What follows belongs to an exercise in optimizing a design on an open flow for small area; a production flow would make more cautious choices.
At most, simulation tests tie the RTL to the original design; equivalence was not proved.
No functional check of the RTL was part of runs 3 and 4.
Power is estimated from default activity; no workload was simulated.

==> design/flow/design.v <==
module bin2sevenseg #(
  parameter int NDIG = 8
) (
  input  logic [4*NDIG-1:0] value,
  input  logic              neg,
  input  logic              err,
  output logic [7*NDIG-1:0] segs
);
  logic [NDIG:0] z;
  always_comb begin
    z[NDIG] = 1'b1;
    for (int k = NDIG - 1; k >= 0; k--)
      z[k] = z[k+1] && (value[4*k +: 4] == 4'd0);
    for (int k = 0; k < NDIG; k++) begin
      logic d3, d2, d1, d0, bl, mi;
      {d3, d2, d1, d0} = value[4*k +: 4];
      bl = (k == 0) ? 1'b0 : z[k];                            
      mi = (k == 0) ? 1'b0 : (neg && z[k] && (k == 1 || !z[k-1]));
      segs[7*k+0] = !bl && (d3 || d1 || !(d2 ^ d0));
      segs[7*k+1] = !bl && (!d2 || !(d1 ^ d0)) && !(k == 0 && err);
      segs[7*k+2] = !bl && (d2 || !d1 || d0) && !(k == 0 && err);
      segs[7*k+3] = !bl && (d3 || (!d2 && !d0) || (!d2 && d1) || (d1 && !d0) || (d2 && !d1 && d0));
      segs[7*k+4] = !bl && !d0 && (!d2 || d1);
      segs[7*k+5] = !bl && (d3 || (!d1 && !d0) || (d2 && !d1) || (d2 && !d0));
      segs[7*k+6] = (d3 || (d2 ^ d1) || (d1 && !d0)) || mi || (k == 0 && err);
    end
  end
endmodule
module bcd_add8 (
  input  logic [31:0] x,
  input  logic [31:0] y,
  input  logic        cin,
  output logic [31:0] s,
  output logic        cout
);
  always_comb begin
    logic c, cb;
    logic [4:0] t;
    logic k10;
    c = cin;
    for (int k = 0; k < 8; k++) begin
      cb = c;
      for (int i = 0; i < 4; i++) begin
        t[i] = x[4*k+i] ^ y[4*k+i] ^ cb;
        cb   = (x[4*k+i] & y[4*k+i]) | (cb & (x[4*k+i] ^ y[4*k+i]));
      end
      t[4] = cb;
      k10 = t[4] || (t[3] && (t[2] || t[1]));
      s[4*k+0] = t[0];
      s[4*k+1] = t[1] ^ k10;
      s[4*k+2] = t[2] ^ (k10 && !t[1]);
      s[4*k+3] = t[3] ^ (k10 && (t[1] || t[2]));
      c = k10;
    end
    cout = c;
  end
endmodule
module calculator_top (
  input  logic        clock,
  input  logic        reset,
  input  logic [3:0]  cmd,
  output logic [55:0] displays,
  output logic [1:0]  status,
  output logic [2:0]  EA,
  output logic [2:0]  PE
);
  localparam logic [2:0] ENTER_A = 3'd0;
  localparam logic [2:0] ENTER_B = 3'd1;
  localparam logic [2:0] CALC    = 3'd2;
  localparam logic [2:0] RESULT  = 3'd3;
  localparam logic [2:0] ERROR   = 3'd4;
  logic [2:0]  state, next;
  logic [3:0]  prev_x;
  logic [1:0]  op;           
  logic [31:0] r_val;        
  logic [31:0] b_val;        
  logic [31:0] m_val;        
  logic        sign;
  logic        cy;           
  logic [1:0]  ph;
  logic        fl;
  logic key_ok, is_digit, is_op, is_eq, is_clr;
  assign key_ok   = ((cmd ^ 4'd13) != prev_x) && (cmd != 4'd13);
  assign is_digit = key_ok && !(cmd[3] && (cmd[2] || cmd[1]));
  assign is_op    = key_ok && cmd[3] && (cmd[2] ? (cmd[1:0] == 2'b00) : cmd[1]);
  assign is_eq    = key_ok && (cmd == 4'd14);
  assign is_clr   = key_ok && (cmd == 4'd15);
  wire st_a    = (state == ENTER_A);
  wire st_b    = (state == ENTER_B);
  wire st_calc = (state == CALC);
  wire st_res  = (state == RESULT);
  wire st_err  = (state == ERROR);
  wire op_mul = !op[1];
  wire op_sub = op[1] && op[0];
  wire op_add = op[1] && !op[0];
  wire mul_act  = !(m_val[31] && m_val[30]);
  wire s0 = mul_act && (ph == 2'd0);
  wire s1 = mul_act && (ph == 2'd1);
  wire s2 = mul_act && (ph == 2'd2);
  wire mul_done = fl;
  wire [3:0] md = m_val[31:28];
  wire md_ge5 = md[3] || (md[2] && (md[1] || md[0]));
  wire md_is1 = (md == 4'd1), md_is3 = (md == 4'd3), md_is4 = (md == 4'd4);
  wire md_is6 = (md == 4'd6), md_is7 = (md == 4'd7);
  wire md_is8 = (md == 4'd8), md_is9 = (md == 4'd9);
  wire mul1 = (s0 && md_is1) || (s1 && (md_is3 || md_is6)) || (s2 && md_is8);
  wire mul2 = (s0 && !md_ge5 && (md[2] || md[1])) ||
              (s1 && (md_is4 || md_is7 || md_is8 || md_is9)) || (s2 && md_is9);
  wire mul5 = s0 && md_ge5;
  logic [31:0] b2, b5, r9;
  always_comb begin
    for (int k = 0; k < 8; k++) begin
      logic [3:0] c, l, r;
      logic ge5, lge5, odd;
      logic [2:0] h;
      c    = b_val[4*k +: 4];
      l    = (k == 0) ? 4'd0 : b_val[4*k-4 +: 4];
      ge5  = c[3] || (c[2] && (c[1] || c[0]));
      lge5 = l[3] || (l[2] && (l[1] || l[0]));
      b2[4*k+0] = lge5;
      b2[4*k+1] = c[0] ^ ge5;
      b2[4*k+2] = (c[1] && !c[2]) || (c[2] && c[1] && c[0]) || (c[3] && !c[0]);
      b2[4*k+3] = (c[2] && !c[1] && !c[0]) || (c[3] && c[0]);
      odd = c[0];
      h   = l[3:1];
      b5[4*k+0] = h[0] ^ odd;
      b5[4*k+1] = odd ? (h[0] ^ h[1]) : h[1];
      b5[4*k+2] = odd ? !(h[2] || (h[1] && h[0])) : h[2];
      b5[4*k+3] = odd && (h[2] || (h[1] && h[0]));
      r = r_val[4*k +: 4];
      r9[4*k+0] = !r[0];
      r9[4*k+1] = r[1];
      r9[4*k+2] = r[1] ^ r[2];
      r9[4*k+3] = !(r[3] || r[2] || r[1]);
    end
  end
  wire b2_ovf = b_val[31] || (b_val[30] && (b_val[29] || b_val[28]));
  wire b5_ovf = b_val[31] || b_val[30] || b_val[29];
  wire a_room = (r_val[31:28] == 4'd0);
  wire b_room = (b_val[31:28] == 4'd0);
  wire b_shift = st_b && is_digit && b_room;
  wire op_load = is_op && !st_calc;
  wire b_hold  = (st_b || st_calc) && !b_shift;
  logic xr, xr10, xr9, yd, yb, yb2, yb5, cin;
  always_comb begin
    xr = 1'b0; xr10 = 1'b0; xr9 = 1'b0;
    yd = 1'b0; yb = 1'b0; yb2 = 1'b0; yb5 = 1'b0; cin = 1'b0;
    if (!is_clr) begin
      case (state)
        ENTER_A: begin
          if (is_digit && a_room) begin xr10 = 1'b1; yd = 1'b1; end
          else xr = 1'b1;
        end
        ENTER_B: begin
          if (is_eq) begin
            xr = op_add; xr9 = op_sub; yb = !op_mul;
          end else xr = 1'b1;
        end
        CALC: begin
          if (op_add) xr = !cy;
          else if (op_sub) begin
            xr = cy; cin = cy; xr9 = !cy;
          end else begin
            xr10 = s0;
            xr   = !s0 && !(mul_done && cy);
            yb   = mul1; yb2 = mul2; yb5 = mul5;
          end
        end
        RESULT: begin
          if (is_digit) yd = 1'b1;
          else xr = 1'b1;
        end
        default: xr = 1'b1;    
      endcase
    end
  end
  logic [31:0] xv, yv, sum;
  logic        cout;
  assign xv = ({32{xr}} & r_val) | ({32{xr10}} & {r_val[27:0], 4'd0}) | ({32{xr9}} & r9);
  assign yv = ({32{yd}} & {28'd0, cmd}) | ({32{yb}} & b_val) | ({32{yb2}} & b2) | ({32{yb5}} & b5);
  bcd_add8 u_add (.x(xv), .y(yv), .cin(cin), .s(sum), .cout(cout));
  wire mul_ovf_step = cout || (s0 && !a_room) || (yb2 && b2_ovf) || (yb5 && b5_ovf);
  always_comb begin
    next = state;
    if (!reset || is_clr) begin
      next = ENTER_A;
    end else begin
      case (state)
        ENTER_A: if (is_op) next = ENTER_B;
        ENTER_B: if (is_eq) next = CALC;
        CALC: begin
          if (!op_mul)       next = (op_add && cy) ? ERROR : RESULT;
          else if (mul_done) next = cy ? ERROR : RESULT;
        end
        RESULT: begin
          if (is_digit)   next = ENTER_A;
          else if (is_op) next = ENTER_B;
        end
        ERROR:   next = ERROR;
        default: next = ENTER_A;
      endcase
    end
  end
  always_ff @(posedge clock or negedge reset) begin
    if (!reset) begin
      state    <= ENTER_A;
      prev_x   <= 4'd0;
      r_val    <= '0;
    end else begin
      state    <= next;
      prev_x   <= cmd ^ 4'd13;
      r_val    <= sum;
    end
  end
  always_ff @(posedge clock) begin
    if (st_calc && op_mul) cy <= cy || mul_ovf_step;
    else                   cy <= cout;
    sign <= (st_calc && op_sub && cy) || (!st_calc && sign);
    ph <= (!st_calc || ph == 2'd2) ? 2'd0 : ph + 2'd1;
    fl <= st_calc && (fl || (!mul_act && ph == 2'd2));
    m_val <= ({32{!st_calc}} & r_val) | ({32{st_calc && s2}} & {m_val[27:0], 4'hF})
           | ({32{st_calc && !s2}} & m_val);
    b_val <= ({32{b_shift}} & {b_val[27:0], cmd}) | ({32{b_hold}} & b_val);
    op <= op_load ? cmd[1:0] : (st_err ? 2'b00 : op);
  end
  logic [55:0] num_segs;
  bin2sevenseg u_conv (
    .value ((st_b || st_calc) ? b_val : r_val),
    .neg   (st_res && sign),
    .err   (st_err),
    .segs  (displays)
  );
  assign status = st_calc ? 2'b01 : st_err ? 2'b10 : 2'b00;
  assign EA = state;
  assign PE = next;
endmodule
==> design/flow/flow/area.abc <==
strash
&get -n
&deepsyn -T 30
&put
dch -f
amap
topo
==> design/flow/config.mk <==
export PLATFORM = sky130hd
export DESIGN_NAME = calculator_top
export DESIGN_NICKNAME = calculator_top
export VERILOG_FILES = /design/flow/design.v
export SDC_FILE = /design/flow/constraint.sdc
export NUM_CORES = 4
export LEC_CHECK = 0
export CAP_MARGIN = 20
export CORE_MARGIN = 2
export CORE_UTILIZATION = 40
export SLEW_MARGIN = 20
==> design/flow/constraint.sdc <==
create_clock -name core_clock -period 50.0 [get_ports {clock}]
set_input_delay 10.0000 -clock core_clock [delete_from_list [all_inputs] [get_ports {clock}]]
set_output_delay 10.0000 -clock core_clock [all_outputs]
set_load 0.01 [all_outputs]
==> design/flow/flow/run.sh <==
#!/bin/bash
# Layout flow: ORFS synthesis with an area-oriented ABC mapping (flow/area_synth.tcl,
# flow/area.abc), checked to leave the same registers (names and cell types) as the
# standard synthesis; then the standard layout with the smallest buffer on each port and
# a clock tree without dummy loads. Tool output: *.log here and orfs*/logs/.
set -euo pipefail
WORK=$(pwd)
RES=orfs/results/${FLOW_PLATFORM}/calculator_top/base
regs() { grep -E '^\s+sky130_fd_sc_hd__\S+ ' "$1" | awk '$1 ~ /__(df|edf|sdf|dl)/ {print $1, $2}' | sort; }

# 1. the standard synthesis, for its register list
bash standard.sh synth > std_synth.log 2>&1
regs $RES/1_2_yosys.v > regs_std.txt
mv orfs orfs_std

# 2. area-oriented synthesis
export AREA_ABC_SCRIPT=$WORK/flow/area.abc
bash standard.sh SYNTH_SCRIPT=$WORK/flow/area_synth.tcl ADDER_MAP_FILE= synth > area_synth.log 2>&1
regs $RES/1_2_yosys.v > regs_area.txt
if ! cmp -s regs_std.txt regs_area.txt || [ ! -s regs_std.txt ]; then
  echo "registers differ from the standard synthesis: using the standard netlist" | tee -a area_synth.log
  rm -rf orfs
  mv orfs_std orfs
fi

# 3. layout
bash standard.sh SYNTH_SCRIPT=$WORK/flow/area_synth.tcl ADDER_MAP_FILE= \
  "BUFFER_PORTS_ARGS=-buffer_cell sky130_fd_sc_hd__buf_1" \
  "CTS_ARGS=-sink_clustering_enable -repair_clock_nets -buf_list sky130_fd_sc_hd__clkbuf_8 -sink_clustering_size 10 -sink_clustering_max_diameter 40 -dont_use_dummy_load" \
  "PLACE_PINS_ARGS=-exclude left:* -exclude right:*" CORE_UTILIZATION=60 finish > layout.log 2>&1
==> design/flow/standard.sh <==
#!/bin/bash
# synth_recipe.tcl (not shown) runs the flow's synth.tcl, then flattens the netlist and writes it again
# the make line also repeats each setting of config.mk as NAME=value (left out here)
make -C /OpenROAD-flow-scripts/flow DESIGN_CONFIG=/design/flow/config.mk WORK_HOME=/design/flow/orfs CLKGATE_MAP_FILE= SYNTH_SCRIPT=/design/flow/synth_recipe.tcl "${@:-finish}"
==> design/flow/flow/area_synth.tcl <==
proc synth {args} { yosys synth -nofsm -noshare {*}$args }
# Area mapping: the standard synthesis script with ABC given flow/area.abc.
# Technology mapping with an area-oriented ABC script in place of the standard one.
proc abc {args} {
  set i [lsearch -exact $args -script]
  if { $i >= 0 } { lset args [expr { $i + 1 }] $::env(AREA_ABC_SCRIPT) }
  set j [lsearch -exact $args -D]
  if { $j >= 0 } { set args [lreplace $args $j [expr { $j + 1 }]] }
  yosys abc {*}$args
}
source $::env(SCRIPTS_DIR)/synth.tcl
# left out here: clear keep_hierarchy, flatten, clean up, hide names made inside functions, write 1_2_yosys.v
==> run summary, run 1 <==
status complete, no violations; total gr overflow 0; CP Depth 90; worst min-delay path class register to register; WP data required 50.28 ns; clock sinks 110; Die W 115 um; WL met1 9790 um; Mapped Area 7410 sq um; reg2reg path depth 89; Wirelength per Cell 17.5 um; Worst EP arrival 25.43 ns; vias in the first global route 7262; DRT iter0 DRCs 810; CP max FO 24; NetSw 0.221 mW; CTS H-tree depth 3; initial antenna violation count 0; Area growth syn-to-layout 8.92%; setup slack, reg-to-reg 33.44 ns; Pre-antenna DRT Iters 6; most numerous cell in the Yosys netlist nor2_1; largest net degree at the start of global routing 41; final setup skew 0.0330 ns; Worst-Margin Slew 0.928 ns; min cycle time layout 25.15 ns; CTS tree done; Final HPWL DP 17000 um; post-synth top area share 18.6%; worst setup path category input port to register; #FFs+latches synth 110; routability cong. 0.997; Peak VDD IR 39.3 uV; CTS root buf clkbuf_8; dpl ws 24.77 ns; cell-internal power 0.221 mW; Global Route Usage Sum 34.9%; # IOs 70; number of flops mapped to enable cells by yosys 2; row count 40; routed length on met3 1920 um; Synth async-reset ratio 35.5%; Placeable Area 12000 sq um; first-pass GRT wire length 36500 um; period utilisation layout 50.3%; CP bufs+invs 11; worst rel slew slack 36.5%; design area 8070 sq um; met2 WL post-DR 10400 um; worst r2r src state[1]; post-cts resize count 0; top cells by area, synth dfxtp_1 (19%), dfrtp_1 (13%), nor2_1 (11%); CTS max path bufs 2; total negative slack 0 ns; logic gate share of total power 58.4%; delay of the slowest critical-path stage 0.86 ns; cts bufs inserted 9; worst-skew pair later-pin latency 0.41 ns; Top delay family on crit path compound AO/OA/AOI/OAI gates; CP dominant cell by count nor2_1; Initial Utilization 61.7%; pwr dens 54.8 nW/um^2; clock network power share 10.2%; Critical Path End Type register; list of most frequent post-synthesis cells nor2_1 (210), clkinv_1 (130), o21ai_0 (124), nand2_1 (102), a21oi_1 (70); share of cells above drive strength 1 2.05%; crit path launch cmd[1]; RR Endpoint r_val[30]; ANT nets after route 0; syn_area_per_cell 6.85 sq um; post-CTS setup buffer count 0; max-slew violations 0; via count 8325; DR vias/cell 6.33; Mapped Cells 1081; Final Setup Violations 0; Mapped Nets 1087; startpoint types input port; slowest CP cell nor2_1; nets 1176; CTS Hold Bufs 0; Seq pwr share 31.4%; Final Hold Viols 0; sw frac 50.0%; die boundary height 115 um; largest area contributor in the netlist dfxtp_1; DRC viols 0; Placement Cell Area 7940 sq um; Top Layer Used met4; Die ar. 13300 sq um; max-cap violations 0; RSZ-0062 raised after global routing no; top achievable clock speed 39.8 MHz; clock slew at reported path FFs 0.09 ns; Post-Route WL 23000 um; synth unique cells 46; Lkg Pwr 2.73 nW; setup ws final 24.85 ns; n_diodes 0; Post-synth top flop dfxtp_1; Worst setup endpoint r_val[30]; Ys Warns 3; I/O Buffers 69; post-synthesis sequential area ratio 32.6%
-- routing by layer --
layer | track usage [%] | vias up
met3 | 8.28 | 60
met2 | 53.8 | 358
met4 | 16.5 | 0
met1 | 46.5 | 3789
met5 | 0 | -
li1 | - | 4118
-- logic make-up (layout without fill, tap and decap cells) --
group,Yosys count,in the layout,share of synthesized area [%]
AND/OR/NAND/NOR,425,425,24.9
AO/OA/AOI/OAI,415,415,35.8
buffers and inverters,131,218,6.69
flip-flops,110,110,32.6
-- stage by stage --
stage	cells	total power, mW	hold WS (ns)	util [%]
final	1315	0.442	0.473	67.2
after global routing	1315	0.479	0.514	67.2
after CTS	1315	0.437	0.475	67.2
after detailed placement	1306	0.393	0.454	66.1
after global placement	1306	0.389	0.453	66.1
after floorplan	1081	0.319	0.433	-
-- worst min-delay path by stage --
| stage | cells past startpoint | endpoint | from | slack [ns] |
|---|---|---|---|---|
| finish | 2 | m_val[29] | m_val[25] | 0.47 |
| floorplan | 2 | m_val[28] | m_val[24] | 0.43 |
| CTS | 2 | m_val[29] | m_val[25] | 0.47 |
| detailed placement | 2 | m_val[29] | m_val[25] | 0.45 |
| global placement | 2 | m_val[29] | m_val[25] | 0.45 |
| global route | 2 | m_val[8] | m_val[4] | 0.51 |
-- worst min-delay path, delay by kind of cell (launching register included) --
kind             cells  cell delay, ns
flip-flops           1            0.34
AND/OR/NAND/NOR      1            0.05
AO/OA/AOI/OAI        1            0.06
-- power groups by stage --
stage	logic [mW]	registers, mW	clock network (mW)
after floorplan	0.189	0.131	0
after global placement	0.250	0.139	0
after detailed placement	0.254	0.139	0
after CTS	0.255	0.137	0.0446
after global routing	0.290	0.140	0.0485
final	0.258	0.139	0.0451
-- layout make-up --
cell class                 count  area (sq um)
clock buffer                   9           124
fill                        1094          3940
inverter                     130           488
multi-input combinational    840          4520
sequential                   110          2420
tap                          147           184
timing repair buffer          79           335
-- flip-flops by register name, indices dropped and copies added (netlist names) --
signal  flops
m_val      32
state       3
fl          1
sign        1
prev_x      4
b_val      32
op          2
r_val      32
cy          1
ph          2
-- cells in the final DEF (no fill, tap or decap), types with 15 or more instances in the layout --
cell,n
nor3_1,23
dfrtp_1,39
or2_0,24
a21oi_1,70
o21ai_0,124
buf_1,68
nor2_1,210
nand2_1,102
a22oi_1,31
a211oi_1,18
a221oi_1,21
clkinv_1,130
o22ai_1,65
dfxtp_1,69
a222oi_1,15
nor2b_1,17
==> run 2: changes to the inputs <==
--- a/design/flow/flow/run.sh
+++ b/design/flow/flow/run.sh
@@ -27,4 +27,4 @@
 bash standard.sh SYNTH_SCRIPT=$WORK/flow/area_synth.tcl ADDER_MAP_FILE= \
   "BUFFER_PORTS_ARGS=-buffer_cell sky130_fd_sc_hd__buf_1" \
   "CTS_ARGS=-sink_clustering_enable -repair_clock_nets -buf_list sky130_fd_sc_hd__clkbuf_8 -sink_clustering_size 10 -sink_clustering_max_diameter 40 -dont_use_dummy_load" \
-  "PLACE_PINS_ARGS=-exclude left:* -exclude right:*" CORE_UTILIZATION=60 finish > layout.log 2>&1
+  finish > layout.log 2>&1
==> run 2 against run 1 <==
Highest routed layer unchanged. Wire length is 2.3% higher. Synthesized cell count stayed put. Sequential share of layout area fell by 0.36 points. Critical path depth unchanged. Sequential power barely moved. Synthesized area stayed put. Fmax increased by 1.1%. Largest power group unchanged. Clock power fell by 1%. Clock skew down 0.0049 ns. Setup slack gained 0.27 ns. Via count shrank 1.6%. Count of clock-buffer cells in the layout did not move.
==> run summary, run 2 <==
total negative slack 0 ns; Wirelength per Cell 16.9 um; largest net degree at the start of global routing 61; CP dominant cell by count nor2_1; post-CTS setup buffer count 0; worst r2r src state[1]; most numerous cell in the Yosys netlist nor2_1; post-synthesis mux area share 0%; worst min-delay path class register to register; first-pass GRT wire length 37300 um; syn_area_per_cell 6.85 sq um; delay of the slowest critical-path stage 0.91 ns; Top Layer Used met4; worst-skew pair later-pin latency 0.39 ns; final setup skew 0.0281 ns; Placeable Area 18100 sq um; period utilisation layout 49.8%; post-cts resize count 0; Worst EP arrival 25.15 ns; Ys Warns 3; RR Endpoint r_val[30]; synth unique cells 46; DRC viols 0; Compound-Gate Fraction of Synth Area 35.8%; Worst-Margin Slew 1.06 ns; RSZ-0062 raised after global routing no; Global Route Usage Sum 23.7%; setup slack, reg-to-reg 33.75 ns; Critical Path End Type register; Peak VDD IR 22.2 uV; CP max FO 24; Post-Synth Simple-Gate Area 24.9%; Hold Path Stages 2; ANT nets after route 0; Post-Synth Adder-Cell Area 0%; post-synth top area share 18.6%; share of cells above drive strength 1 1.97%; CTS tree done; slowest CP cell nor2_1; Post-synth top flop dfxtp_1; routed length on met3 1530 um; largest family of logic cells by synthesized area compound AO/OA/AOI/OAI gates; n_diodes 0; Pre-antenna DRT Iters 22; initial antenna violation count 0; Post-Synth XOR/XNOR Area 0%; clock slew at reported path FFs 0.11 ns; clock sinks 110; pwr dens 53.6 nW/um^2; Total Power 0.438 mW; WL met1 11200 um; Mapped Area 7410 sq um; nets 1175; top achievable clock speed 40.2 MHz; Hold EP m_val[25]; routability cong. 0.897; CTS max path bufs 2; vias in the first global route 7212; total gr overflow 0; Final Setup Violations 0; number of flops mapped to enable cells by yosys 2; top cells by area, synth dfxtp_1 (19%), dfrtp_1 (13%), nor2_1 (11%); via count 8192; max-slew violations 0; max-cap violations 0; WP data required 50.27 ns; DRT iter0 DRCs 712; Final HPWL DP 17500 um; CTS root buf clkbuf_8; Layout fillers 1883; Post-Route WL 23600 um; startpoint types input port; min cycle time layout 24.88 ns; worst setup path category input port to register; met2 WL post-DR 10400 um; list of most frequent post-synthesis cells nor2_1 (210), clkinv_1 (130), o21ai_0 (124), nand2_1 (102), a21oi_1 (70); largest area contributor in the netlist dfxtp_1; # IOs 70; Initial Utilization 41.0%; hold wc startpoint m_val[21]; CTS H-tree depth 3; Final Hold Viols 0; Area growth syn-to-layout 10.3%; commonest non-fill, non-tap cell in the layout nor2_1; Die W 140 um; largest registers b_val x32, m_val x32, r_val x32; Synth async-reset ratio 35.5%; reg2reg path depth 89; worst rel slew slack 28.8%; #FFs+latches synth 110; CTS Hold Bufs 0; cts bufs inserted 9; commonest non-fill, non-tap cells in the layout nor2_1 (210), clkinv_1 (130), o21ai_0 (124); status complete, no violations; Lkg Pwr 2.73 nW; DR vias/cell 5.87; post-synthesis sequential area ratio 32.6%; Mapped Nets 1087; Die ar. 19600 sq um; Mapped Cells 1081; I/O Buffers 69; die boundary height 140 um; row count 49
## run 2: changes by cell type in the layout (fill, tap and decap cells not counted)
cell	delta
nor3_2	-1
nor3_4	+1
buf_4	-1
a2111oi_1	-2
a2111oi_0	+2
## run 2: final cells by class
class / count / area, sq um / share of cell area, %
multi-input cells: 840 / 4520 / 55.4
flip-flops and latches: 110 / 2420 / 29.6
inverters: 130 / 488 / 5.97
repair buffers: 78 / 328 / 4.01
well taps: 229 / 287 / 3.51
clock buffers: 9 / 124 / 1.52
## run 2: power by group
part	switching (mW)	internal, mW	leakage [nW]
combinational	0.167	0.0898	1.59
clock	0.0284	0.0163	0.0647
sequential	0.0218	0.115	1.07
## run 2: per-stage QoR
stage	instances	util, %	setup slack, ns	hold slack (ns)	cell area (sq um)
after global placement	1387	44.4	25.55	0.450	8040
final	1396	45.2	25.12	0.484	8170
after detailed placement	1387	44.4	24.99	0.465	8040
after CTS	1396	45.1	25.37	0.482	8160
after global routing	1396	45.2	23.15	0.491	8170
after floorplan	1081	-	27.28	0.433	7410
## run 2: worst max-delay path: cells and delay by family
| family | cells | cell delay, ns |
|---|---|---|
| AND/OR/NAND/NOR | 45 | 6.49 |
| buffers and inverters | 11 | 2.05 |
| AO/OA/AOI/OAI | 34 | 6.62 |
## run 2: cell families after synthesis
kind of cell    count (synthesis)
compound gates                415
buf+inv                       131
flops                         110
simple gates                  425
## run 2: how the worst max path moves through the flow
| stage | startpoint | endpoint | cells after the start | slack, ns |
|---|---|---|---|---|
| 5_1_grt | cmd[1] | r_val[30] | 90 | 23.15 |
| 4_1_cts | cmd[1] | r_val[30] | 90 | 25.37 |
| 3_5_place_dp | cmd[1] | r_val[30] | 90 | 24.99 |
| 6_report | cmd[1] | r_val[30] | 90 | 25.12 |
| 2_1_floorplan | cmd[1] | r_val[30] | 87 | 27.28 |
| 3_3_place_gp | cmd[1] | r_val[30] | 90 | 25.55 |
## run 2: layer usage
metal | track usage (%) | vias up
met3 | 3.76 | 45
met4 | 7.12 | 0
met1 | 33.4 | 3750
met5 | 0 | -
met2 | 37.5 | 270
li1 | - | 4127
==> run 3: changes to the inputs <==
--- a/design/flow/design.v
+++ b/design/flow/design.v
@@ -100,12 +100,12 @@
   wire mul_done = fl;
   wire [3:0] md = m_val[31:28];
   wire md_ge5 = md[3] || (md[2] && (md[1] || md[0]));
-  wire md_is1 = (md == 4'd1), md_is3 = (md == 4'd3), md_is4 = (md == 4'd4);
-  wire md_is6 = (md == 4'd6), md_is7 = (md == 4'd7);
-  wire md_is8 = (md == 4'd8), md_is9 = (md == 4'd9);
-  wire mul1 = (s0 && md_is1) || (s1 && (md_is3 || md_is6)) || (s2 && md_is8);
-  wire mul2 = (s0 && !md_ge5 && (md[2] || md[1])) ||
-              (s1 && (md_is4 || md_is7 || md_is8 || md_is9)) || (s2 && md_is9);
+  wire r1 = (md == 4'd1) || (md == 4'd6);
+  wire r2 = (md == 4'd2) || (md == 4'd7);
+  wire r3 = (md == 4'd3) || (md == 4'd8);
+  wire r4 = (md == 4'd4) || (md == 4'd9);
+  wire mul1 = (s1 && r1) || (s2 && r3);
+  wire mul2 = (s1 && (r2 || r3 || r4)) || (s2 && r4);
   wire mul5 = s0 && md_ge5;
   logic [31:0] b2, b5, r9;
   always_comb begin
==> run 3 against run 2 <==
Still clean on timing, DRC and antenna. Non-clock buffer count increased by 6. Count of clock-buffer cells in the layout unchanged. Die area is 0.36% higher. Fmax grew 2.9%. Combinational power up 23%. Cell count rose by 4.0%. First-iteration DRC count shrank 13%. Critical path type unchanged. Largest power group unchanged.
==> run summary, run 3 <==
post-synthesis sequential area ratio 32.5%; first-pass GRT wire length 38800 um; logic gate share of total power 63.0%; Post-synth top flop dfxtp_1; Worst-Margin Slew 1.11 ns; Placeable Area 18100 sq um; Pre-antenna DRT Iters 9; CP max FO 18; largest area contributor in the netlist dfxtp_1; clock sinks 110; clock network power share 9.2%; pwr dens 60.6 nW/um^2; largest family of logic cells by synthesized area compound AO/OA/AOI/OAI gates; Peak VDD IR 40.3 uV; Initial Utilization 41.1%; CTS tree done; row count 49; Ys Warns 3; Layout fillers 1909; sw frac 51.4%; total negative slack 0 ns; total gr overflow 0; post-CTS setup buffer count 0; initial antenna violation count 0; Compound-Gate Fraction of Synth Area 37.7%; max-cap violations 0; CP bufs+invs 16; Final Setup Violations 0; min cycle time layout 24.17 ns; delay of the slowest critical-path stage 0.81 ns; Total Power 0.500 mW; worst-skew pair later-pin latency 0.40 ns; commonest non-fill, non-tap cell in the layout nor2_1; CP dominant cell by count clkinv_1; worst setup path category input port to register; Seq pwr share 27.8%; share of cells above drive strength 1 2.45%; DR vias/cell 5.78; Util after Layout 45.6%; post-synth top area share 18.6%; post-cts resize count 0; top achievable clock speed 41.4 MHz; Mapped Nets 1137; cts bufs inserted 9; Die W 140 um; period utilisation layout 48.3%; most numerous cell in the Yosys netlist nor2_1; post-synthesis mux area share 0%; commonest non-fill, non-tap cells in the layout nor2_1 (240), clkinv_1 (154), o21ai_0 (149); DRT iter0 DRCs 618; startpoint types input port; synth unique cells 36; Critical Path End Type register; worst min-delay path class register to register; max-slew violations 0; Final HPWL DP 17200 um; ANT nets after route 0; nets 1231; NetSw 0.257 mW; Post-Synth Adder-Cell Area 0%; status complete, no violations; WP data required 50.27 ns; Post-Route WL 23800 um; final setup skew 0.0232 ns; vias in the first global route 7650; Synth async-reset ratio 35.5%; Global Route Usage Sum 24.4%; design area 8240 sq um; top cells by area, synth dfxtp_1 (19%), dfrtp_1 (13%), nor2_1 (12%); routability cong. 0.904; Top delay family on crit path compound AO/OA/AOI/OAI gates; Mapped Area 7440 sq um; I/O Buffers 69; DRC viols 0; Lkg Pwr 2.76 nW; syn_area_per_cell 6.57 sq um; CTS max path bufs 2; Area growth syn-to-layout 10.9%; clock slew at reported path FFs 0.09 ns; cell-internal power 0.243 mW; list of most frequent post-synthesis cells nor2_1 (240), clkinv_1 (154), o21ai_0 (151), nand2_1 (111), a21oi_1 (90); Placement Cell Area 8110 sq um; die boundary height 140 um; largest net degree at the start of global routing 59; RSZ-0062 raised after global routing no; worst rel slew slack 25.8%; Worst EP arrival 24.45 ns; CTS H-tree depth 3; #FFs+latches synth 110; # IOs 70; slowest CP cell clkinv_1; via count 8391; Mapped Cells 1131; Post-Synth XOR/XNOR Area 0%; Wirelength per Cell 16.4 um; Post-Synth Simple-Gate Area 21.9%; n_diodes 0; largest registers b_val x32, m_val x32, r_val x32; CTS Hold Bufs 0; CTS root buf clkbuf_8; Die ar. 19700 sq um; Final Hold Viols 0; number of flops mapped to enable cells by yosys 2
## run 3: final cells by class
type	instances	area, sq um	area share, %
well taps	229	287	3.48
flip-flops and latches	110	2420	29.3
clock buffers	9	124	1.50
multi-input cells	866	4460	54.1
repair buffers	84	380	4.61
inverters	154	578	7.01
## run 3: layer usage
metal	GRT usage, %	part of all wire (%)	wire length [um]	vias up
li1	-	-	-	4258
met2	39.9	46	10900	225
met3	4.85	5.9	1400	34
met5	0	0	0	-
met1	32.3	46	11000	3874
met4	8.03	2.4	563	0
## run 3: worst reg2reg max path: cells and delay by family (launching register included)
| kind | cells | cell delay (ns) |
|---|---|---|
| AOI/OAI and AO/OA | 34 | 7.54 |
| buffers and inverters | 15 | 3.24 |
| DFF | 1 | 0.44 |
| and+or+nand+nor | 25 | 4.10 |
## run 3: power by group through the flow
| stage | sequential (mW) | combinational (mW) | clock (mW) |
|---|---|---|---|
| 2_1_floorplan | 0.135 | 0.237 | 0 |
| 3_3_place_gp | 0.141 | 0.310 | 0 |
| 3_5_place_dp | 0.140 | 0.314 | 0 |
| 4_1_cts | 0.139 | 0.315 | 0.0471 |
| 5_1_grt | 0.143 | 0.360 | 0.0497 |
| 6_report | 0.139 | 0.315 | 0.0459 |
## run 3: path summary, 6_finish.rpt
| check | start | endpoint | slack, ns | cells past startpoint |
|---|---|---|---|---|
| max | cmd[1] | r_val[30] | 25.83 | 75 |
| min | ph[0] | ph[0] | 0.46 | 1 |
| max reg2reg | state[2] | r_val[30] | 34.57 | 74 |
| min reg2reg | ph[0] | ph[0] | 0.46 | 1 |
| max in group asynchronous | reset | r_val[18] | 39.91 | 2 |
| min in group asynchronous | reset | r_val[7] | 9.68 | 2 |
## run 3: stage by stage
stage | setup slack, ns | hold slack (ns) | cells
detailed placement | 25.64 | 0.441 | 1442
global route | 23.70 | 0.510 | 1452
floorplan | 27.67 | 0.427 | 1131
finish | 25.83 | 0.462 | 1452
CTS | 25.99 | 0.463 | 1451
global placement | 26.20 | 0.455 | 1442
## run 3: logic make-up after synthesis
kind of cell / Yosys count
and+or+nand+nor: 407
DFF: 110
buffers and inverters: 155
AOI/OAI and AO/OA: 459
==> run 4: changes to the inputs <==
--- a/design/flow/flow/run.sh
+++ b/design/flow/flow/run.sh
@@ -27,4 +27,4 @@
 bash standard.sh SYNTH_SCRIPT=$WORK/flow/area_synth.tcl ADDER_MAP_FILE= \
   "BUFFER_PORTS_ARGS=-buffer_cell sky130_fd_sc_hd__buf_1" \
   "CTS_ARGS=-sink_clustering_enable -repair_clock_nets -buf_list sky130_fd_sc_hd__clkbuf_8 -sink_clustering_size 10 -sink_clustering_max_diameter 40 -dont_use_dummy_load" \
-  finish > layout.log 2>&1
+  "PLACE_PINS_ARGS=-exclude left:* -exclude right:*" finish > layout.log 2>&1
==> run 4 against run 3 <==
Still clean on timing, DRC and antenna. Die area stayed put. First-iteration DRC count up 9.7%. Utilization is 0.17 points lower. Clock skew is 0.0050 ns lower. Worst hold slack better by 0.011 ns. Design area decreased by 0.36%. Clock power about the same. Sequential share of layout area up 0.11 points. Synthesized cell count unchanged. Global-route usage decreased by 0.19 points. Sequential power about the same. Flip-flop and latch count unchanged. Critical path type unchanged. Largest cell class unchanged.
==> run summary, run 4 <==
status complete, no violations; initial antenna violation count 0; Lkg Pwr 2.74 nW; worst setup path category input port to register; Post-synth top flop dfxtp_1; row count 49; routability cong. 0.916; Peak VDD IR 27.9 uV; ANT nets after route 0; CTS root buf clkbuf_8; max-slew violations 0; post-synthesis sequential area ratio 32.5%; top cells by area, synth dfxtp_1 (19%), dfrtp_1 (13%), nor2_1 (12%); largest area contributor in the netlist dfxtp_1; total negative slack 0 ns; Ys Warns 3; Die W 140 um; WP data required 50.29 ns; largest registers b_val x32, m_val x32, r_val x32; dpl ws 25.70 ns; largest net degree at the start of global routing 41; post-CTS setup buffer count 0; Final HPWL DP 17400 um; Placeable Area 18100 sq um; Die ar. 19700 sq um; Mapped Nets 1137; nets 1228; Final Hold Viols 0; post-synth top area share 18.6%; DR vias/cell 5.80; max-cap violations 0; CTS Hold Bufs 0; delay of the slowest critical-path stage 0.83 ns; CTS H-tree depth 3; setup ws final 25.85 ns; via count 8406; CP max FO 18; #FFs+latches synth 110; Critical Path End Type register; busiest layer in global routing met2; RSZ-0062 raised after global routing no; post-cts resize count 0; Placed Cells incl. Taps 1440; Global Route Usage Sum 24.2%; total gr overflow 0; CTS max path bufs 2; min cycle time layout 24.15 ns; startpoint types input port; Post-Synth XOR/XNOR Area 0%; clock sinks 110; number of flops mapped to enable cells by yosys 2; first-pass GRT wire length 38400 um; Mapped Cells 1131; period utilisation layout 48.3%; worst min-delay path class register to register; Initial Utilization 41.1%; cts bufs inserted 9; Area growth syn-to-layout 10.5%; commonest non-fill, non-tap cells in the layout nor2_1 (240), clkinv_1 (154), o21ai_0 (149); CP dominant cell by count clkinv_1; worst rel slew slack 28.6%; largest family of logic cells by synthesized area compound AO/OA/AOI/OAI gates; Final Setup Violations 0; CTS tree done; final setup skew 0.0183 ns; Worst-Margin Slew 1.06 ns; Synth async-reset ratio 35.5%; commonest non-fill, non-tap cell in the layout nor2_1; vias in the first global route 7493; worst-skew pair later-pin latency 0.39 ns; Util after Layout 45.4%; # IOs 70; pwr dens 61.0 nW/um^2; syn_area_per_cell 6.57 sq um; share of cells above drive strength 1 2.21%; DRT iter0 DRCs 678; clock slew at reported path FFs 0.10 ns; list of most frequent post-synthesis cells nor2_1 (240), clkinv_1 (154), o21ai_0 (151), nand2_1 (111), a21oi_1 (90); Mapped Area 7440 sq um; DRC viols 0; Wirelength per Cell 16.4 um; n_diodes 0; synth unique cells 36; slowest CP cell clkinv_1; Worst EP arrival 24.44 ns; top achievable clock speed 41.4 MHz; GR met2 Demand/Resource 40.5%; Hold Worst Slack 0.473 ns; I/O Buffers 69; met1 layer usage reported by global route 32.2%; Placement Cell Area 8090 sq um; most numerous cell in the Yosys netlist nor2_1; Pre-antenna DRT Iters 5; Post-Synth Simple-Gate Area 21.9%; Total Power 0.501 mW; routing usage on met3 3.11%; die boundary height 140 um; Post-Route WL 23800 um; design area 8210 sq um; Post-Synth Adder-Cell Area 0%; Compound-Gate Fraction of Synth Area 37.7%; post-synthesis mux area share 0%; Final Non-Filler Cells 1449
## run 4: cells by family (layout without fill, tap and decap cells)
logic type | count (synthesis) | in the layout
buffers and inverters | 155 | 244
AO/OA/AOI/OAI | 459 | 459
AND/OR/NAND/NOR | 407 | 407
flip-flops | 110 | 110
## run 4: metal layers
layer / vias to the layer above / share of wire [%]
met2: 248 / 47
met5: - / 0
met4: 0 / 2.7
met3: 42 / 4.7
met1: 3839 / 46
li1: 4277 / -
## run 4: area by class of cell
cell class,count,area [sq um]
fill,1898,9870
multi-input combinational,866,4460
sequential,110,2420
inverter,154,578
timing repair buffer,81,350
tap,229,287
clock buffer,9,124
## run 4: report_power, final
| part | switching, mW | total [mW] | internal [mW] |
|---|---|---|---|
| registers | 0.0200 | 0.139 | 0.119 |
| clock network | 0.0297 | 0.0460 | 0.0163 |
| logic | 0.209 | 0.316 | 0.107 |
| total | 0.259 | 0.501 | 0.243 |
## run 4: final timing paths
| kind | start | endpoint | slack [ns] | cells after the start |
|---|---|---|---|---|
| max | cmd[1] | r_val[30] | 25.85 | 77 |
| min | ph[0] | ph[0] | 0.47 | 1 |
| max reg2reg | state[2] | r_val[30] | 34.73 | 73 |
| min reg2reg | ph[0] | ph[0] | 0.47 | 1 |
| max in group asynchronous | reset | r_val[21] | 39.90 | 2 |
| min in group asynchronous | reset | r_val[5] | 9.69 | 2 |
## run 4: worst max-delay path, delay by kind of cell
family,cells,cell delay [ns]
AO/OA/AOI/OAI,32,6.32
buffers and inverters,17,3.24
AND/OR/NAND/NOR,28,4.88
==> run 5: changes to the inputs <==
--- a/design/flow/design.v
+++ b/design/flow/design.v
@@ -100,12 +100,12 @@
   wire mul_done = fl;
   wire [3:0] md = m_val[31:28];
   wire md_ge5 = md[3] || (md[2] && (md[1] || md[0]));
-  wire r1 = (md == 4'd1) || (md == 4'd6);
-  wire r2 = (md == 4'd2) || (md == 4'd7);
-  wire r3 = (md == 4'd3) || (md == 4'd8);
-  wire r4 = (md == 4'd4) || (md == 4'd9);
-  wire mul1 = (s1 && r1) || (s2 && r3);
-  wire mul2 = (s1 && (r2 || r3 || r4)) || (s2 && r4);
+  wire md_is1 = (md == 4'd1), md_is3 = (md == 4'd3), md_is4 = (md == 4'd4);
+  wire md_is6 = (md == 4'd6), md_is7 = (md == 4'd7);
+  wire md_is8 = (md == 4'd8), md_is9 = (md == 4'd9);
+  wire mul1 = (s0 && md_is1) || (s1 && (md_is3 || md_is6)) || (s2 && md_is8);
+  wire mul2 = (s0 && !md_ge5 && (md[2] || md[1])) ||
+              (s1 && (md_is4 || md_is7 || md_is8 || md_is9)) || (s2 && md_is9);
   wire mul5 = s0 && md_ge5;
   logic [31:0] b2, b5, r9;
   always_comb begin
--- a/design/flow/flow/run.sh
+++ b/design/flow/flow/run.sh
@@ -27,4 +27,4 @@
 bash standard.sh SYNTH_SCRIPT=$WORK/flow/area_synth.tcl ADDER_MAP_FILE= \
   "BUFFER_PORTS_ARGS=-buffer_cell sky130_fd_sc_hd__buf_1" \
   "CTS_ARGS=-sink_clustering_enable -repair_clock_nets -buf_list sky130_fd_sc_hd__clkbuf_8 -sink_clustering_size 10 -sink_clustering_max_diameter 40 -dont_use_dummy_load" \
-  "PLACE_PINS_ARGS=-exclude left:* -exclude right:*" finish > layout.log 2>&1
+  finish > layout.log 2>&1
==> design/flow/flow/area_synth.tcl (replaced) <==
proc synth {args} { yosys synth -nofsm -noshare {*}$args }
# Area mapping: the standard synthesis script, with ABC run on an area-oriented
# script (flow/area.abc) under a few random seeds, keeping the smallest result.
proc abc {args} {
  set i [lsearch -exact $args -script]
  set j [lsearch -exact $args -D]
  if { $j >= 0 } { set args [lreplace $args $j [expr { $j + 1 }]] }
  set i [lsearch -exact $args -script]
  set lib [lindex $args [expr { [lsearch -exact $args -liberty] + 1 }]]
  set base [read [open $::env(AREA_ABC_SCRIPT)]]
  yosys design -save abc_in
  set best_area 1e30
  foreach seed {0 1 2 3} {
    yosys design -load abc_in
    set f $::env(RESULTS_DIR)/area_seed$seed.abc
    set fh [open $f w]
    puts -nonewline $fh [string map [list "&deepsyn -T 30" "&deepsyn -T 30 -S $seed"] $base]
    close $fh
    lset args [expr { $i + 1 }] $f
    yosys abc {*}$args
    set st [tee -q -s result.string stat -liberty $lib]
    set area 1e30
    regexp {Chip area for module '[^']+': ([0-9.]+)} $st -> area
    puts "area mapping with seed $seed: $area"
    if { $area < $best_area } {
      set best_area $area
      yosys design -save abc_best
    }
  }
  yosys design -load abc_best
  puts "area mapping kept: $best_area"
}
source $::env(SCRIPTS_DIR)/synth.tcl
# left out here: clear keep_hierarchy, flatten, clean up, hide names made inside functions, write 1_2_yosys.v
==> run 5 against run 4 <==
First-iteration DRC count is 29% higher. Sequential power shrank 7%. Highest routed layer unchanged. Non-clock buffer count up 3. Critical path depth is 21 higher. Synthesized area is 0.69% lower. Via count is 0.37% lower. Combinational power fell by 26%.
==> run summary, run 5 <==
status complete, no violations; clock sinks 110; Wirelength per Cell 17.0 um; Placeable Area 18000 sq um; DR vias/cell 5.88; DRC viols 0; top achievable clock speed 41.2 MHz; DRT iter0 DRCs 877; delay of the slowest critical-path stage 0.50 ns; share of cells above drive strength 1 2.26%; Ys Warns 3; startpoint types input port; max-slew violations 0; commonest non-fill, non-tap cells in the layout nor2_1 (212), clkinv_1 (155), o21ai_0 (120); synth unique cells 41; largest area contributor in the netlist dfxtp_1; post-synth top area share 18.7%; n_diodes 0; nets 1204; worst min-delay path class register to register; design area 8170 sq um; worst setup path category input port to register; largest net degree at the start of global routing 42; Synth async-reset ratio 35.5%; vias in the first global route 7545; slowest CP cell clkinv_1; I/O Buffers 69; die boundary height 140 um; Area growth syn-to-layout 10.7%; worst-skew pair later-pin latency 0.41 ns; WP data required 50.32 ns; Hold Path Stages 2; CP dominant cell by count nor2_1; Pre-antenna DRT Iters 7; CTS max path bufs 2; Lkg Pwr 2.87 nW; Post-Route WL 24300 um; worst r2r src state[1]; Placed Cells incl. Taps 1416; initial antenna violation count 0; CTS Hold Bufs 0; via count 8375; Peak VDD IR 29.5 uV; RR Endpoint r_val[30]; commonest non-fill, non-tap cell in the layout nor2_1; # IOs 70; setup slack, reg-to-reg 34.99 ns; post-CTS setup buffer count 0; Mapped Nets 1110; top cells by area, synth dfxtp_1 (19%), dfrtp_1 (13%), nor2_1 (11%); most numerous cell in the Yosys netlist nor2_1; Total Power 0.411 mW; pwr dens 50.3 nW/um^2; number of flops mapped to enable cells by yosys 2; Final HPWL DP 17600 um; total negative slack 0 ns; cts bufs inserted 9; post-cts resize count 0; Die ar. 19600 sq um; syn_area_per_cell 6.69 sq um; Final Non-Filler Cells 1425; final setup skew 0.0325 ns; Global Route Usage Sum 24.9%; first-pass GRT wire length 39300 um; post-synthesis sequential area ratio 32.7%; Mapped Cells 1104; clock slew at reported path FFs 0.10 ns; CTS tree done; routability cong. 0.912; row count 49; ANT nets after route 0; #FFs+latches synth 110; Initial Utilization 41.0%; Final Hold Viols 0; Worst-Margin Slew 0.963 ns; Mapped Area 7380 sq um; total gr overflow 0; Die W 140 um; reg2reg path depth 96; CP max FO 18; Worst EP arrival 24.62 ns; worst rel slew slack 35.4%; Hold EP m_val[25]; max-cap violations 0; min cycle time layout 24.30 ns; hold wc startpoint m_val[21]; Critical Path End Type register; largest registers b_val x32, m_val x32, r_val x32; list of most frequent post-synthesis cells nor2_1 (212), clkinv_1 (155), o21ai_0 (120), nand2_1 (114), a21oi_1 (94); Placement Cell Area 8050 sq um; RSZ-0062 raised after global routing no; period utilisation layout 48.6%; Post-synth top flop dfxtp_1; Layout fillers 1950; CTS root buf clkbuf_8; CTS H-tree depth 3; Final Setup Violations 0
-- run 5: cell types whose count changed in the layout (fill, tap and decap cells not counted), moves of 6 or more --
cell / change
a22oi_1: -24
and2_0: +7
or2_0: +10
o21ai_0: -29
nor2b_1: +8
or3_1: +6
o221ai_1: -10
nor2_1: -28
o211ai_1: -8
a222oi_1: +28
o22a_1: -13
-- run 5: per-stage QoR --
step / hold WS [ns] / utilization, % / setup slack [ns]
2_1_floorplan: 0.435 / - / 26.69
6_report: 0.465 / 45.3 / 25.70
3_5_place_dp: 0.452 / 44.7 / 25.51
5_1_grt: 0.481 / 45.3 / 23.45
3_3_place_gp: 0.446 / 44.7 / 26.09
4_1_cts: 0.468 / 45.3 / 25.87
-- run 5: how the worst max path moves through the flow --
stage / slack (ns) / endpoint / cells past startpoint / start
floorplan: 26.69 / r_val[30] / 98 / cmd[1]
CTS: 25.87 / r_val[30] / 98 / cmd[1]
finish: 25.70 / r_val[30] / 98 / cmd[1]
global placement: 26.09 / r_val[30] / 100 / cmd[1]
global route: 23.45 / r_val[30] / 100 / cmd[1]
detailed placement: 25.51 / r_val[30] / 98 / cmd[1]
-- run 5: report_power, final --
part	total, mW	leakage, nW	switching (mW)	internal, mW
Combinational	0.235	1.72	0.155	0.0801
Clock	0.0467	0.0647	0.0304	0.0163
Sequential	0.129	1.08	0.0179	0.111
Total	0.411	2.87	0.203	0.208
-- run 5: layout make-up --
class	instances	area, sq um	area share [%]
multi-input cells	838	4390	53.7
flip-flops and latches	110	2420	29.6
inverters	155	582	7.12
repair buffers	84	373	4.56
well taps	229	287	3.51
clock buffers	9	124	1.52
-- run 5: routing by layer --
metal / wire [um] / global-route usage (%) / share of wire [%] / up-vias
met5: 0 / 0 / 0 / -
met4: 407 / 7.00 / 1.7 / 0
met3: 1430 / 4.37 / 5.9 / 37
met2: 11100 / 39.6 / 46 / 303
met1: 11400 / 34.7 / 47 / 3855
li1: - / - / - / 4180
-- run 5: cell families after synthesis --
family	share of synthesized area (%)
buffers and inverters	7.98
AOI/OAI and AO/OA	35.2
and+or+nand+nor	24.1
DFF	32.7
-- run 5: worst max-delay path, delay by kind of cell --
| kind | cells | cell delay (ns) |
|---|---|---|
| AO/OA/AOI/OAI | 37 | 6.37 |
| AND/OR/NAND/NOR | 51 | 6.39 |
| buffers and inverters | 10 | 1.84 |

## re-timing with driven ports
In the flow no input, the clock included, has a driving cell. The finished layouts below were timed again as built, in two steps. Step 1 (the two cells are an assumption about what drives the block):
set clk [get_ports {clock}]
set_driving_cell -lib_cell sky130_fd_sc_hd__clkbuf_16 $clk
set_driving_cell -lib_cell sky130_fd_sc_hd__buf_2 [delete_from_list [all_inputs] $clk]
Step 2 adds t to the input delays and takes it off the output delays; t is the mean of the earliest and latest rising clock arrival at the registers after step 1. Input paths then give back, and output paths get back, about the clock's delay inside the block. a / b / c = ideal ports / drivers / drivers and shift; a / b = the first two.
run | t, ns | setup slack, ns | slew at the worst register clock pin (ns) | pins driven straight from the clock port
run 1 | 0.422 | 24.855 / 24.865 / 24.443 | 0.10 / 0.10 | 1
run 2 | 0.417 | 25.124 / 25.138 / 24.721 | 0.11 / 0.11 | 1
run 3 | 0.429 | 25.826 / 25.845 / 25.415 | 0.11 / 0.11 | 1
run 4 | 0.421 | 25.854 / 25.866 / 25.445 | 0.10 / 0.10 | 1
run 5 | 0.426 | 25.701 / 25.709 / 25.282 | 0.11 / 0.11 | 1
After both steps setup and hold are still met in every run listed. For run 5, which loses most, drivers alone change the setup slack by +0.008 ns; drivers and shift together by -0.419 ns.
